This design comes from an exercise in tuning for small area on the open sky130 flow, not from production work.
The RTL was checked by simulation tests, not by an equivalence proof against the original design.

==> run G: inputs <==
==> flow/design.v (excerpt) <==
module arithmetic_unit
(
  input  logic        clk,
  input  logic        rst,
  input  logic [31:0] a,
  input  logic [31:0] b,
  input  logic [2:0]  op,
  output logic [63:0] out
);
clock: 18.0 ns
lec_check: 0
abc_area: 1
cap_margin: 20
core_margin: 2
core_utilization: 55
slew_margin: 20
standard.sh (not shown) runs the stock make flow with config.mk's settings and CLKGATE_MAP_FILE= SYNTH_SCRIPT=/design/flow/synth_recipe.tcl, a recipe that flattens the netlist after the stock synthesis.
==> flow/flow/run.sh <==
#!/bin/bash
# Own flow: the standard layout, except that Yosys's generic synthesis skips its
# early "abc -fast" pass (synth -noabc). That pass rewrites the full-adder logic in
# inverted forms, so extract_fa then leaves inverters between the adder cells; the final
# technology-mapping abc pass still runs. The flip-flops get back the names the standard
# synthesis gives them (flow/fixregs.py), so they pair with the reference by name.
# The final technology mapping uses flow/abc_area_map.script, an area-oriented ABC
# mapping (dch -f; map -a) in place of ORFS's abc_area.script (dch; map -B 0.9).
# Every input and output port still gets its buffer, a plain buf_1 instead of the delay
# cell that buffer_ports picks by default.
set -euo pipefail
W=$(pwd)
sed -e 's#^  log_cmd abc {\*}$abc_args#  log_cmd abc {*}[lreplace $abc_args 1 1 '"$W"'/flow/abc_area_map.script]#' \
  "$FLOW_HOME/scripts/synth.tcl" > flow_synth_main.tcl
grep -q abc_area_map.script flow_synth_main.tcl
sed -e 's/yosys synth -nofsm -noshare /yosys synth -nofsm -noshare -noabc /' \
  -e "s#source \$::env(SCRIPTS_DIR)/synth.tcl#source $W/flow_synth_main.tcl#" synth_recipe.tcl > flow_synth.tcl
grep -q flow_synth_main.tcl flow_synth.tcl
grep -q -- '-noabc' flow_synth.tcl
echo "exec python3 $W/flow/fixregs.py \$::env(RESULTS_DIR)/1_2_yosys.v" >> flow_synth.tcl
sed -e "s#$W/synth_recipe.tcl#$W/flow_synth.tcl#" standard.sh > flow_standard.sh
grep -q flow_synth.tcl flow_standard.sh
bash flow_standard.sh "BUFFER_PORTS_ARGS=-buffer_cell sky130_fd_sc_hd__buf_1" finish > flow_make.log 2>&1
==> flow/flow/abc_area_map.script <==
strash
dch -f
map -a
topo
stime -c
buffer -c
upsize -c
dnsize -c
==> flow/flow/fixregs.py <==
#!/usr/bin/env python3
"""Give each output flip-flop the name the standard synthesis gives it:
the flip-flop whose Q drives out[k] becomes \\out_q[k]$_SDFF_PP0_ ."""
import re
import sys

path = sys.argv[1]
text = open(path).read()
pat = re.compile(r'(sky130_fd_sc_hd__dfxtp_\d+\s+)(\\\S+\s|\S+)(\s*\((?:[^;]*?)\.Q\(out\[(\d+)\]\)\s*\);)', re.S)
names = set()
count = 0


def sub(m):
    global count
    k = int(m.group(4))
    new = "\\out_q[%d]$_SDFF_PP0_ " % k
    assert new not in names
    names.add(new)
    count += 1
    return m.group(1) + new + m.group(3)


text = pat.sub(sub, text)
open(path, "w").write(text)
print("fixregs: named %d flip-flops" % count)
==> run F (differences from run G) <==
--- a/flow/design.v
+++ b/flow/design.v
@@ -21,15 +21,25 @@
   input  logic        a_big_i,
   output logic [31:0] res_o
 );
   logic                 sa, sb, sx, eff_sub, e_gt, ec;
   logic [FP_EXP_W-1:0]  ea, eb, ex, t, sh;
   logic [FP_MAN_W:0]    ma, mb, mx, sh_in, my_al;
-  logic [FP_MAN_W+1:0]  sum, v0, v1, v2, v3, v4, v5;
+  logic [FP_MAN_W+1:0]  sum, v1, v2, v3, v4, v5;
+  logic [31:0]          lzq;
+  logic [15:0]          lv1, lc1;
+  logic [7:0]           lv2;
+  logic [7:0][1:0]      lc2;
+  logic [3:0]           lv3;
+  logic [3:0][2:0]      lc3;
+  logic [1:0]           lv4;
+  logic [1:0][3:0]      lc4;
+  logic                 nz;
   logic [4:0]           lz;
   logic [9:0]           e_res;
+  logic                 e_uf, e_of;
   always_comb begin
     sa      = a_i[31];
     sb      = b_i[31] ^ sub_i;
     ea      = a_i[30:23];
     eb      = b_i[30:23];
     ma      = (ea == '0) ? '0 : {1'b1, a_i[22:0]};
@@ -45,31 +55,46 @@
     e_gt  = ec;
     ex    = e_gt ? ea : eb;
     sh    = e_gt ? t : ~t;
     sh_in = e_gt ? {1'b0, mb[FP_MAN_W:1]} : (a_big_i ? mb : ma);
     my_al = (sh[7:5] != 3'd0) ? '0 : (sh_in >> sh[4:0]);
     sum   = eff_sub ? ({1'b0, mx} - {1'b0, my_al}) : ({1'b0, mx} + {1'b0, my_al});
-    v0    = sum;
-    lz[4] = (v0[24:9] == '0);
-    v1    = lz[4] ? {v0[8:0], 16'h0} : v0;
-    lz[3] = (v1[24:17] == '0);
+    lzq = {sum, 7'h7F};
+    for (int j = 0; j < 16; j++) begin
+      lv1[j]    = lzq[2 * j + 1] | lzq[2 * j];
+      lc1[j]    = ~lzq[2 * j + 1];
+    end
+    for (int j = 0; j < 8; j++) begin
+      lv2[j]    = lv1[2 * j + 1] | lv1[2 * j];
+      lc2[j]    = lv1[2 * j + 1] ? {1'b0, lc1[2 * j + 1]} : {1'b1, lc1[2 * j]};
+    end
+    for (int j = 0; j < 4; j++) begin
+      lv3[j]    = lv2[2 * j + 1] | lv2[2 * j];
+      lc3[j]    = lv2[2 * j + 1] ? {1'b0, lc2[j * 2 + 1]} : {1'b1, lc2[2 * j]};
+    end
+    for (int j = 0; j < 2; j++) begin
+      lv4[j]    = lv3[2 * j + 1] | lv3[2 * j];
+      lc4[j]    = lv3[2 * j + 1] ? {1'b0, lc3[2 * j + 1]} : {1'b1, lc3[2 * j]};
+    end
+    nz = (sum != 0);
+    lz = lv4[1] ? {1'b0, lc4[1]} : {1'b1, lc4[0]};
+    v1    = lz[4] ? {sum[8:0], 16'h0} : sum;
     v2    = lz[3] ? {v1[16:0], 8'h0} : v1;
-    lz[2] = (v2[24:21] == '0);
     v3    = lz[2] ? {v2[20:0], 4'h0} : v2;
-    lz[1] = (v3[24:23] == '0);
     v4    = lz[1] ? {v3[22:0], 2'h0} : v3;
-    lz[0] = ~v4[24];
     v5    = lz[0] ? {v4[23:0], 1'h0} : v4;
     e_res = {2'b00, ex} + 10'd1 - {5'b00000, lz};
+    e_uf  = (ex[7:5] == 3'd0) && (lz > ex[4:0]);
+    e_of  = (ex == 8'd254) && (lz == 5'd0);
     if (ea == 8'hFF || eb == 8'hFF) begin
       res_o = FP_QNAN;
-    end else if (!v5[24]) begin
+    end else if (!nz) begin
       res_o = 32'h0;
-    end else if (e_res[9] || e_res == 10'd0) begin
+    end else if (e_uf) begin
       res_o = {sx, 31'h0};
-    end else if (e_res[8] || e_res[7:0] == 8'hFF) begin
+    end else if (e_of) begin
       res_o = {sx, 8'hFF, 23'h0};
     end else begin
       res_o = {sx, e_res[7:0], v5[23:1]};
     end
   end
 endmodule
@@ -86,13 +111,16 @@
   logic [63:0]        out_q, out_d;
   logic               is_fmul, is_sub;
   logic [31:0]        mul_x, mul_y;
   logic [63:0]        mul_w;
   logic [32:0]        alu_w;
   logic [31:0]        alu_bi, alu_s;
-  logic               alu_c, alu_bc, alu_pre, alu_z, alu_c31;
+  logic               alu_c, alu_pre, alu_c31, alu_g30, alu_p30;
+  logic               alu_g10, alu_g32, alu_p32, alu_g54, alu_p54;
+  logic [31:0]        alu_z, alu_pin;
+  logic [6:0]         alu_g, alu_p, alu_bc;
   logic               slt, sltu;
   logic [31:0]        fadd_w, fmul_w;
   logic               fm_s, fm_zero, fm_nan, fm_uf0, fm_uf1, fm_of0, fm_of1, fm_uf, fm_of;
   logic [9:0]         fm_e0, fm_e1, fm_e;
   logic [8:0]         fm_es;
   logic               fm_ec;
@@ -105,31 +133,54 @@
     .x (mul_x),
     .y (mul_y),
     .p (mul_w)
   );
   always_comb begin
     alu_bi  = b ^ {32{is_sub}};
+    alu_g   = '0;
+    alu_p   = '0;
     alu_c   = is_sub;
-    alu_c31 = 1'b0;
     for (int i = 0; i < 4; i++) begin
-      alu_s[i] = a[i] ^ alu_bi[i] ^ alu_c;
-      alu_c    = (a[i] & alu_bi[i]) | (a[i] & alu_c) | (alu_bi[i] & alu_c);
+      alu_z[i]   = a[i] ^ alu_bi[i] ^ alu_c;
+      alu_pin[i] = 1'b0;
+      alu_c      = (a[i] & alu_bi[i]) | (a[i] & alu_c) | (alu_bi[i] & alu_c);
     end
+    alu_g[0] = alu_c;
     for (int k = 1; k < 7; k++) begin
-      alu_bc  = alu_c;
       alu_c   = 1'b0;
       alu_pre = 1'b1;
       for (int i = 4 * k; i < ((k == 6) ? 32 : 4 * k + 4); i++) begin
-        alu_z    = a[i] ^ alu_bi[i] ^ alu_c;
-        alu_c    = (a[i] & alu_bi[i]) | (a[i] & alu_c) | (alu_bi[i] & alu_c);
-        alu_s[i] = alu_z ^ (alu_bc & alu_pre);
-        alu_pre  = alu_pre & alu_z;
-        if (i == 30) alu_c31 = alu_c | (alu_bc & alu_pre);
+        alu_pin[i] = alu_pre;
+        alu_z[i]   = a[i] ^ alu_bi[i] ^ alu_c;
+        alu_c      = (a[i] & alu_bi[i]) | (a[i] & alu_c) | (alu_bi[i] & alu_c);
+        alu_pre    = alu_pre & alu_z[i];
+        if (i == 30) begin
+          alu_g30 = alu_c;
+          alu_p30 = alu_pre;
+        end
       end
-      alu_c = alu_c | (alu_bc & alu_pre);
+      alu_g[k] = alu_c;
+      alu_p[k] = alu_pre;
+    end
+    alu_g10 = alu_g[1] | (alu_p[1] & alu_g[0]);
+    alu_g32 = alu_g[3] | (alu_p[3] & alu_g[2]);
+    alu_p32 = alu_p[3] & alu_p[2];
+    alu_g54 = alu_g[5] | (alu_p[5] & alu_g[4]);
+    alu_p54 = alu_p[5] & alu_p[4];
+    alu_bc[0] = 1'b0;
+    alu_bc[1] = alu_g[0];
+    alu_bc[2] = alu_g10;
+    alu_bc[3] = alu_g[2] | (alu_p[2] & alu_g10);
+    alu_bc[4] = alu_g32 | (alu_p32 & alu_g10);
+    alu_bc[5] = alu_g[4] | (alu_p[4] & alu_bc[4]);
+    alu_bc[6] = alu_g54 | (alu_p54 & alu_bc[4]);
+    for (int i = 0; i < 32; i++) begin
+      alu_s[i] = alu_z[i] ^ (alu_bc[(i < 24) ? i / 4 : 6] & alu_pin[i]);
     end
+    alu_c31 = alu_g30 | (alu_bc[6] & alu_p30);
+    alu_c   = alu_g[6] | (alu_bc[6] & alu_p[6]);
     alu_w = {alu_c ^ is_sub, alu_s};
   end
   assign sltu  = alu_w[32];
   assign slt   = alu_w[32] ^ a[31] ^ b[31];
   fp_add_sub u_fp_add_sub (
     .a_i   (a),
--- a/flow/flow/run.sh
+++ b/flow/flow/run.sh
@@ -2,13 +2,13 @@
 # Own flow: the standard layout, except that Yosys's generic synthesis skips its
 # early "abc -fast" pass (synth -noabc). That pass rewrites the full-adder logic in
 # inverted forms, so extract_fa then leaves inverters between the adder cells; the final
 # technology-mapping abc pass still runs. The flip-flops get back the names the standard
 # synthesis gives them (flow/fixregs.py), so they pair with the reference by name.
 # The final technology mapping uses flow/abc_area_map.script, an area-oriented ABC
-# mapping (dch -f; map -a) in place of ORFS's abc_area.script (dch; map -B 0.9).
+# mapping (dch -f; amap) in place of ORFS's abc_area.script (dch; map -B 0.9).
 # Every input and output port still gets its buffer, a plain buf_1 instead of the delay
 # cell that buffer_ports picks by default.
 set -euo pipefail
 W=$(pwd)
 sed -e 's#^  log_cmd abc {\*}$abc_args#  log_cmd abc {*}[lreplace $abc_args 1 1 '"$W"'/flow/abc_area_map.script]#' \
   "$FLOW_HOME/scripts/synth.tcl" > flow_synth_main.tcl
==> flow/flow/abc_area_map.script (replaced) <==
strash
dch -f
amap
topo
stime -c
buffer -c
upsize -c
dnsize -c
CAP_MARGIN = 5   (was 20)
CORE_UTILIZATION = 50   (was 55)
SETUP_SLACK_MARGIN = 0.3   (was unset)
SLEW_MARGIN = 5   (was 20)
==> run P (differences from run G) <==
==> flow/flow/run.sh (replaced) <==
#!/bin/bash
# Own flow: the standard layout, except that Yosys's generic synthesis skips its
# early "abc -fast" pass (synth -noabc). That pass rewrites the full-adder logic in
# inverted forms, so extract_fa then leaves inverters between the adder cells; the final
# technology-mapping abc pass still runs. The flip-flops get back the names the standard
# synthesis gives them (flow/fixregs.py), so they pair with the reference by name.
# Every input and output port still gets its buffer, a plain buf_1 instead of the delay
# cell that buffer_ports picks by default.
set -euo pipefail
W=$(pwd)
sed -e 's/yosys synth -nofsm -noshare /yosys synth -nofsm -noshare -noabc /' synth_recipe.tcl > flow_synth.tcl
grep -q -- '-noabc' flow_synth.tcl
echo "exec python3 $W/flow/fixregs.py \$::env(RESULTS_DIR)/1_2_yosys.v" >> flow_synth.tcl
sed -e "s#$W/synth_recipe.tcl#$W/flow_synth.tcl#" standard.sh > flow_standard.sh
grep -q flow_synth.tcl flow_standard.sh
bash flow_standard.sh "BUFFER_PORTS_ARGS=-buffer_cell sky130_fd_sc_hd__buf_1" finish > flow_make.log 2>&1
CORE_UTILIZATION = 65   (was 55)
removed: flow/flow/abc_area_map.script
==> impl_metrics.yaml <==
run_status:
  status: "no timing/DRC/antenna violations"
sta:
  worst_pin_slew_ns: 1.22
detailed_routing:
  drtIter0Drc: 6160
layout:
  comb.multi_input.count: 3368
  clockNetworkAreaShare: 0.0103
place:
  dpl.cell_count: 4715
The numbers above come from run P.

==> impl_metrics.yaml <==
run_status:
  status: "no timing/DRC/antenna violations"
layout:
  comb.multi_input.count: 3147
  clockNetworkAreaShare: 0.00948
place:
  dpl.cell_count: 4601
sta:
  worst_pin_slew_ns: 1.14
detailed_routing:
  drtIter0Drc: 4303
global_routing:
  use_met1: 0.583
The numbers above come from run G.

==> impl_metrics.yaml <==
run_status:
  status: "no timing/DRC/antenna violations"
layout:
  comb.multi_input.count: 3550
  clockNetworkAreaShare: 0.00848
detailed_routing:
  drtIter0Drc: 4483
critical_path:
  crit_path_max_fanout: 32
place:
  dpl.cell_count: 5009
sta:
  worst_pin_slew_ns: 1.38
The numbers above come from run F.

afterwards: timing with drivers on the ports:
Ports are ideal in the flow. The routed layouts listed here were re-timed in OpenROAD.
Step 1 assumes that a clkbuf_16 drives the clock port and a buf_2 every other input.
Step 2 moves the port delays by t, midway between the first and last clock arrival at a register: inputs arrive t later, outputs are due t later. That takes back most of the time a late clock gives input paths.
Slacks: no drivers / after step 1 / after step 2; pairs: no drivers / after step 1.
run	t (ns)	setup slack, ns	hold WS [ns]	latest minus earliest clock arrival (ns)	cell pins on the clock port's net
run G	0.408	0.873 / 0.900 / 0.491	3.627 / 3.596 / 4.004	0.011 / 0.011	1
run F	0.376	1.078 / 1.036 / 0.660	3.692 / 3.677 / 4.015	0.006 / 0.006	1
run P	0.367	1.190 / 1.187 / 0.820	3.874 / 3.889 / 4.001	0.010 / 0.010	1
After both steps setup and hold are still met in every run listed. For run F, which loses most, drivers alone change the setup slack by -0.042 ns; drivers and shift together by -0.418 ns.
